This is an optimization exercise on Yosys and OpenROAD, whose aim is small area, a short achievable clock period and few clock cycles per item, not a production implementation. Only simulation tests tie the RTL to the original design; equivalence was not proved. No activity file was given, so power comes from the tool's default toggle rates.

==> wip/onyx: inputs <==
==> flow/design.v <==
`default_nettype none
package mipsExecPkg;
	localparam int wordWidth = 32;
	localparam int regIdxWidth = 5;
	localparam int numRegs = 32;
	typedef logic [wordWidth-1:0] word_t;
	typedef logic [regIdxWidth-1:0] regIdx_t;
	localparam logic [5:0] opcodeSpecial = 6'b000000;
	localparam logic [5:0] opcodeAddiu = 6'b001001;
	localparam logic [5:0] opcodeOri = 6'b001101;
	localparam logic [5:0] opcodeLui = 6'b001111;
	localparam logic [5:0] functAdd = 6'b100000;
	localparam logic [5:0] functAddu = 6'b100001;
	localparam logic [5:0] functSub = 6'b100010;
	localparam logic [5:0] functSubu = 6'b100011;
	localparam logic [5:0] functAnd = 6'b100100;
	localparam logic [5:0] functOr = 6'b100101;
	localparam logic [5:0] functXor = 6'b100110;
	localparam logic [5:0] functNor = 6'b100111;
	localparam logic [5:0] functSlt = 6'b101010;
	localparam logic [5:0] functSltu = 6'b101011;
	localparam logic [5:0] functSll = 6'b000000;
	localparam logic [5:0] functSrl = 6'b000010;
	localparam logic [5:0] functSra = 6'b000011;
	localparam logic [5:0] functSllv = 6'b000100;
	localparam logic [5:0] functSrlv = 6'b000110;
	localparam logic [5:0] functSrav = 6'b000111;
endpackage
`default_nettype wire
`timescale 1ns/1ps
`default_nettype none
module regFileReadAoi (
	input logic a0,
	input logic b0,
	input logic a1,
	input logic b1,
	input logic a2,
	input logic b2,
	output logic y
);
	assign y = !((a0 && b0) || (a1 && b1) || (a2 && b2));
endmodule
`default_nettype wire
`timescale 1ns/1ps
`default_nettype none
module mipsExecTop (
	input logic clk,
	input logic arstN,
	input logic instrReq,
	input mipsExecPkg::word_t instrIn,
	output logic instrAck,
	output mipsExecPkg::word_t resultOut,
	output logic resultOverflow,
	output logic resultIllegal
);
	localparam int numRegs = mipsExecPkg::numRegs;
	localparam int splitLevel = 2;
	logic busy;
	logic wrCycle;
	always_ff @(posedge clk or negedge arstN)
	begin
		if (!arstN)
		begin
			busy <= 1'b0;
		end
		else
		begin
			busy <= instrReq;
		end
	end
	assign instrAck = busy && instrReq;
	assign wrCycle = busy && !instrReq;
	mipsExecPkg::word_t regs [1:numRegs-1];
	logic [numRegs-1:1] valid;
	logic wrEn;
	mipsExecPkg::regIdx_t wrIdx;
	mipsExecPkg::word_t wrData;
	genvar r;
	generate
		for (r = 1; r < numRegs; r++)
		begin : gReg
			always_ff @(posedge clk)
			begin
				if (wrEn && wrIdx == r)
				begin
					regs[r] <= wrData;
				end
			end
			always_ff @(posedge clk or negedge arstN)
			begin
				if (!arstN)
				begin
					valid[r] <= 1'b0;
				end
				else if (wrEn && wrIdx == r)
				begin
					valid[r] <= 1'b1;
				end
			end
		end
	endgenerate
	mipsExecPkg::regIdx_t rdIdxA;
	mipsExecPkg::regIdx_t rdIdxB;
	logic [numRegs-1:1] selA;
	logic [numRegs-1:1] selB;
	mipsExecPkg::word_t a;
	mipsExecPkg::word_t b;
	assign rdIdxA = instrIn[25:21];
	assign rdIdxB = instrIn[20:16];
	always_comb
	begin
		for (int i = 1; i < numRegs; i++)
		begin
			selA[i] = valid[i] && rdIdxA == i;
			selB[i] = valid[i] && rdIdxB == i;
		end
	end
	genvar bi;
	genvar k;
	generate
		for (bi = 0; bi < 32; bi++)
		begin : gRead
			logic [10:0] termA;
			logic [10:0] termB;
			for (k = 0; k < 10; k++)
			begin : gGrp
				regFileReadAoi aoiA (
					.a0 (selA[3*k+1]), .b0 (regs[3*k+1][bi]),
					.a1 (selA[3*k+2]), .b1 (regs[3*k+2][bi]),
					.a2 (selA[3*k+3]), .b2 (regs[3*k+3][bi]),
					.y (termA[k])
				);
				regFileReadAoi aoiB (
					.a0 (selB[3*k+1]), .b0 (regs[3*k+1][bi]),
					.a1 (selB[3*k+2]), .b1 (regs[3*k+2][bi]),
					.a2 (selB[3*k+3]), .b2 (regs[3*k+3][bi]),
					.y (termB[k])
				);
			end
			assign termA[10] = !(selA[31] && regs[31][bi]);
			assign termB[10] = !(selB[31] && regs[31][bi]);
			assign a[bi] = !(&termA);
			assign b[bi] = !(&termB);
		end
	endgenerate
	logic [5:0] opcode;
	logic [5:0] funct;
	logic [15:0] imm;
	logic isSpecial;
	logic fAdd, fAddu, fSub, fSubu, fAnd, fOr, fXor, fNor, fSlt, fSltu;
	logic fSll, fSrl, fSra, fSllv, fSrlv, fSrav;
	logic iAddiu, iOri, iLui;
	logic isAdd;
	logic isSub;
	logic isArith;
	logic isCmp;
	logic isShl;
	logic isShr;
	logic isLegal;
	mipsExecPkg::regIdx_t dDest;
	assign opcode = instrIn[31:26];
	assign funct = instrIn[5:0];
	assign imm = instrIn[15:0];
	assign isSpecial = opcode == mipsExecPkg::opcodeSpecial;
	assign fAdd = isSpecial && funct == mipsExecPkg::functAdd;
	assign fAddu = isSpecial && funct == mipsExecPkg::functAddu;
	assign fSub = isSpecial && funct == mipsExecPkg::functSub;
	assign fSubu = isSpecial && funct == mipsExecPkg::functSubu;
	assign fAnd = isSpecial && funct == mipsExecPkg::functAnd;
	assign fOr = isSpecial && funct == mipsExecPkg::functOr;
	assign fXor = isSpecial && funct == mipsExecPkg::functXor;
	assign fNor = isSpecial && funct == mipsExecPkg::functNor;
	assign fSlt = isSpecial && funct == mipsExecPkg::functSlt;
	assign fSltu = isSpecial && funct == mipsExecPkg::functSltu;
	assign fSll = isSpecial && funct == mipsExecPkg::functSll;
	assign fSrl = isSpecial && funct == mipsExecPkg::functSrl;
	assign fSra = isSpecial && funct == mipsExecPkg::functSra;
	assign fSllv = isSpecial && funct == mipsExecPkg::functSllv;
	assign fSrlv = isSpecial && funct == mipsExecPkg::functSrlv;
	assign fSrav = isSpecial && funct == mipsExecPkg::functSrav;
	assign iAddiu = opcode == mipsExecPkg::opcodeAddiu;
	assign iOri = opcode == mipsExecPkg::opcodeOri;
	assign iLui = opcode == mipsExecPkg::opcodeLui;
	assign isAdd = fAdd || fAddu || iAddiu;
	assign isSub = fSub || fSubu;
	assign isArith = isAdd || isSub;
	assign isCmp = fSlt || fSltu;
	assign isShl = fSll || fSllv;
	assign isShr = fSrl || fSra || fSrlv || fSrav;
	assign isLegal = isArith || isCmp || fAnd || fOr || fXor || fNor || isShl || isShr
		|| iOri || iLui;
	assign dDest = isSpecial ? instrIn[15:11] : instrIn[20:16];
	mipsExecPkg::word_t x;
	mipsExecPkg::word_t y;
	mipsExecPkg::word_t g;
	mipsExecPkg::word_t p;
	logic subIn;
	logic useImm;
	assign subIn = isSub || isCmp;
	assign useImm = iAddiu || iOri;
	assign x = {a[31] ^ fSlt, a[30:0]};
	assign y = useImm ? {{16{iAddiu && imm[15]}}, imm}
		: {b[31] ^ subIn ^ fSlt, b[30:0] ^ {31{subIn}}};
	assign g = x & y;
	assign p = x ^ y;
	logic [31:0] gl [0:splitLevel];
	logic [31:0] pl [0:splitLevel];
	always_comb
	begin
		gl[0] = g;
		pl[0] = p;
		gl[0][0] = g[0] | (p[0] & subIn);
		for (int l = 0; l < splitLevel; l++)
		begin
			for (int i = 0; i < 32; i++)
			begin
				if (i >= (1 << l))
				begin
					gl[l+1][i] = gl[l][i] | (pl[l][i] & gl[l][i - (1 << l)]);
					pl[l+1][i] = pl[l][i] & pl[l][i - (1 << l)];
				end
				else
				begin
					gl[l+1][i] = gl[l][i];
					pl[l+1][i] = pl[l][i];
				end
			end
		end
	end
	logic [4:0] sa;
	logic fill;
	mipsExecPkg::word_t other;
	assign sa = (fSllv || fSrlv || fSrav) ? a[4:0] : instrIn[10:6];
	assign fill = (fSra || fSrav) && b[31];
	always_comb
	begin
		for (int i = 0; i < 32; i++)
		begin
			other[i] = ((isArith || fXor) && p[i]) || (fAnd && g[i])
				|| ((fOr || iOri) && (g[i] || p[i])) || (fNor && !(g[i] || p[i]))
				|| (isShr && b[i]) || (isShl && b[31-i]);
		end
		other[31:16] = other[31:16] | ({16{iLui}} & imm);
	end
	mipsExecPkg::word_t gen;
	mipsExecPkg::word_t prop;
	mipsExecPkg::word_t sumBits;
	logic cin;
	logic cmpSel;
	logic ovfA;
	logic ovfB;
	logic illegal;
	logic wrOk;
	mipsExecPkg::regIdx_t dest;
	logic [3:0] shAmt;
	logic shFill;
	logic sumSel;
	logic shRightLo;
	logic shRightHi;
	logic shLeftLo;
	logic shLeftHi;
	always_ff @(posedge clk)
	begin
		gen <= (isArith || isCmp) ? gl[splitLevel] : '0;
		prop <= pl[splitLevel];
		sumBits <= other;
		cin <= isSub;
		cmpSel <= isCmp;
		ovfA <= (fAdd || fSub) && !p[31] && !g[31];
		ovfB <= (fAdd || fSub) && !p[31] && g[31];
		illegal <= !isLegal;
		wrOk <= isLegal && dDest != '0;
		dest <= dDest;
		shAmt <= sa[3:0];
		shFill <= fill;
		sumSel <= !(isShr || isShl || isCmp);
		shRightLo <= isShr && !sa[4];
		shRightHi <= isShr && sa[4];
		shLeftLo <= isShl && !sa[4];
		shLeftHi <= isShl && sa[4];
	end
	logic [31:0] gh [splitLevel:5];
	logic [31:0] ph [splitLevel:5];
	logic [31:0] c;
	logic cout;
	mipsExecPkg::word_t result;
	logic overflow;
	always_comb
	begin
		gh[splitLevel] = gen;
		ph[splitLevel] = prop;
		for (int l = splitLevel; l < 5; l++)
		begin
			for (int i = 0; i < 32; i++)
			begin
				if (i >= (1 << l))
				begin
					gh[l+1][i] = gh[l][i] | (ph[l][i] & gh[l][i - (1 << l)]);
					ph[l+1][i] = ph[l][i] & ph[l][i - (1 << l)];
				end
				else
				begin
					gh[l+1][i] = gh[l][i];
					ph[l+1][i] = ph[l][i];
				end
			end
		end
	end
	assign c = {gh[5][30:0], cin};
	assign cout = gh[5][31];
	mipsExecPkg::word_t sum;
	logic [47:0] shMid;
	assign sum = sumBits ^ c;
	assign shMid = $signed({{16{shFill}}, sumBits}) >>> shAmt;
	always_comb
	begin
		for (int i = 0; i < 32; i++)
		begin
			result[i] = (sumSel && sum[i])
				|| (shRightLo && shMid[i]) || (shRightHi && shMid[i+16])
				|| (shLeftLo && shMid[31-i]) || (shLeftHi && shMid[47-i]);
		end
		result[0] = result[0] || (cmpSel && !cout);
	end
	assign overflow = (ovfA && c[31]) || (ovfB && !c[31]);
	mipsExecPkg::word_t wbData;
	logic wbOk;
	always_ff @(posedge clk)
	begin
		wbData <= result;
		wbOk <= wrOk && !overflow;
	end
	assign wrEn = wrCycle && wbOk;
	assign wrIdx = dest;
	assign wrData = wbData;
	assign resultOut = result;
	assign resultOverflow = overflow;
	assign resultIllegal = illegal;
endmodule
`default_nettype wire
==> flow/run.sh <==
#!/bin/bash
# synth_recipe.tcl (not shown) runs the flow's synth.tcl, then flattens the netlist and writes it again
# the make line also repeats each setting of config.mk as NAME=value (left out here)
make -C /OpenROAD-flow-scripts/flow DESIGN_CONFIG=/design/flow/config.mk WORK_HOME=/design/flow/orfs CLKGATE_MAP_FILE= SYNTH_SCRIPT=/design/flow/synth_recipe.tcl finish
==> flow/config.mk <==
export PLATFORM = sky130hd
export DESIGN_NAME = mipsExecTop
export DESIGN_NICKNAME = mipsExecTop
export VERILOG_FILES = /design/flow/design.v
export SDC_FILE = /design/flow/constraint.sdc
export NUM_CORES = 4
export LEC_CHECK = 0
export CAP_MARGIN = 20
export CORE_MARGIN = 2
export CORE_UTILIZATION = 35
export CTS_CLUSTER_DIAMETER = 70
export CTS_CLUSTER_SIZE = 24
export PLACE_DENSITY = 0.5
export SETUP_SLACK_MARGIN = 4.4
export SLEW_MARGIN = 20
export SYNTH_HIERARCHICAL = 1
export SYNTH_MINIMUM_KEEP_SIZE = 0
export TNS_END_PERCENT = 20
==> flow/constraint.sdc <==
create_clock -name core_clock -period 9.0 [get_ports {clk}]
set_input_delay 1.8000 -clock core_clock [delete_from_list [all_inputs] [get_ports {clk}]]
set_output_delay 1.8000 -clock core_clock [all_outputs]
set_load 0.01 [all_outputs]
==> inputs of wip/umber, as changes to wip/onyx <==
==> flow/flow/run.sh (new file) <==
#!/bin/bash
set -euo pipefail
export BUFFER_PORTS_ARGS="-buffer_cell sky130_fd_sc_hd__buf_4"
bash standard.sh > standard.log 2>&1
==> flow/standard.sh (new file) <==
#!/bin/bash
# synth_recipe.tcl (not shown) runs the flow's synth.tcl, then flattens the netlist and writes it again
# the make line also repeats each setting of config.mk as NAME=value (left out here)
make -C /OpenROAD-flow-scripts/flow DESIGN_CONFIG=/design/flow/config.mk WORK_HOME=/design/flow/orfs CLKGATE_MAP_FILE= SYNTH_SCRIPT=/design/flow/synth_recipe.tcl "${@:-finish}"
removed: flow/run.sh
==> summary of the runs <==
- wip/onyx completed without violations. wip/umber ran to the end with no violations.
- Against wip/umber, the first-iteration DRC count of wip/onyx is lower by 4.0%.
- Global-route usage is about the same in wip/onyx and wip/umber.
- Of wip/umber and wip/onyx, wip/onyx has the higher non-clock buffer count (gap 25).
- In sequential power, wip/onyx and wip/umber hardly differ.
- Clock skew: wip/onyx is lower than wip/umber (0.0032 ns).
- In wip/umber the sequential share of layout area is higher than in wip/onyx, by 0.81 points.
- In area after synthesis, wip/onyx and wip/umber do not differ.
- In synthesized cell count, wip/onyx and wip/umber do not differ.
- Of wip/umber and wip/onyx, wip/umber has the higher register-to-register slack (gap 0.17 ns).
==> figures <==
	wip/onyx	wip/umber
Status	timing/DRC/antenna clean	timing/DRC/antenna clean
Relative slew slack	32.9%	31.1%
Storage cell area	33500 sq um	33500 sq um
Post-CTS Setup Bufs	135	98
Utilization after layout	43.2%	42.6%
Part of the power in combinational logic	2.6%	2.5%
Hold path endpoint	valid[4]	wbOk
Number of clock buffers in the layout	95	89
Clk pin slew, worst setup/hold paths	0.09 ns	0.08 ns
Largest fanout of any net on the critical path	8	6
Maximum cell stage delay along the critical path	0.63 ns	0.50 ns
Required arrival time at the worst endpoint	9.58 ns	7.20 ns
Final-layout fill cell count	12600	12700
Cell depth of the worst setup path	16	8
Clock buffers created by TritonCTS	86	82
Worst vdd rail ir drop	132 uV	134 uV
Global-route wire length before repair	306000 um	307000 um
Met1 Use GR	39.6%	40.0%
Worst r2r path cells	14	11
Sequential power share	56.1%	56.9%
Testbench counts of wip/onyx, summed over its fixed seeds: cycles 19,032, items 6,344.
Testbench counts of wip/umber, summed over its fixed seeds: cycles 19,032, items 6,344.

-- separate check: timing with driven ports --
How much do the figures lean on ideal ports? The routed layouts below were timed once more, with nothing changed but the port constraints.
Step 1 assumes that a clkbuf_16 drives the clock port and a buf_2 every other input.
Step 2 adds t to the input delays and takes it off the output delays; t is the mean of the earliest and latest rising clock arrival at the registers after step 1. Input paths then give back, and output paths get back, about the clock's delay inside the block.
Slacks: no drivers / after step 1 / after step 2; pairs: no drivers / after step 1.
| run | t, ns | setup WS [ns] | slew at the worst register clock pin (ns) | worst data-port slew with drivers (ns) |
|---|---|---|---|---|
| wip/onyx | 0.758 | 4.032 / 4.000 / 3.296 | 0.10 / 0.10 | 0.09 |
| wip/umber | 0.784 | 4.130 / 4.058 / 3.396 | 0.10 / 0.10 | 0.07 |
After both steps every run listed still meets setup and hold. The setup slack of wip/onyx, which loses most, moves by -0.032 ns with the drivers and by -0.736 ns with both steps.
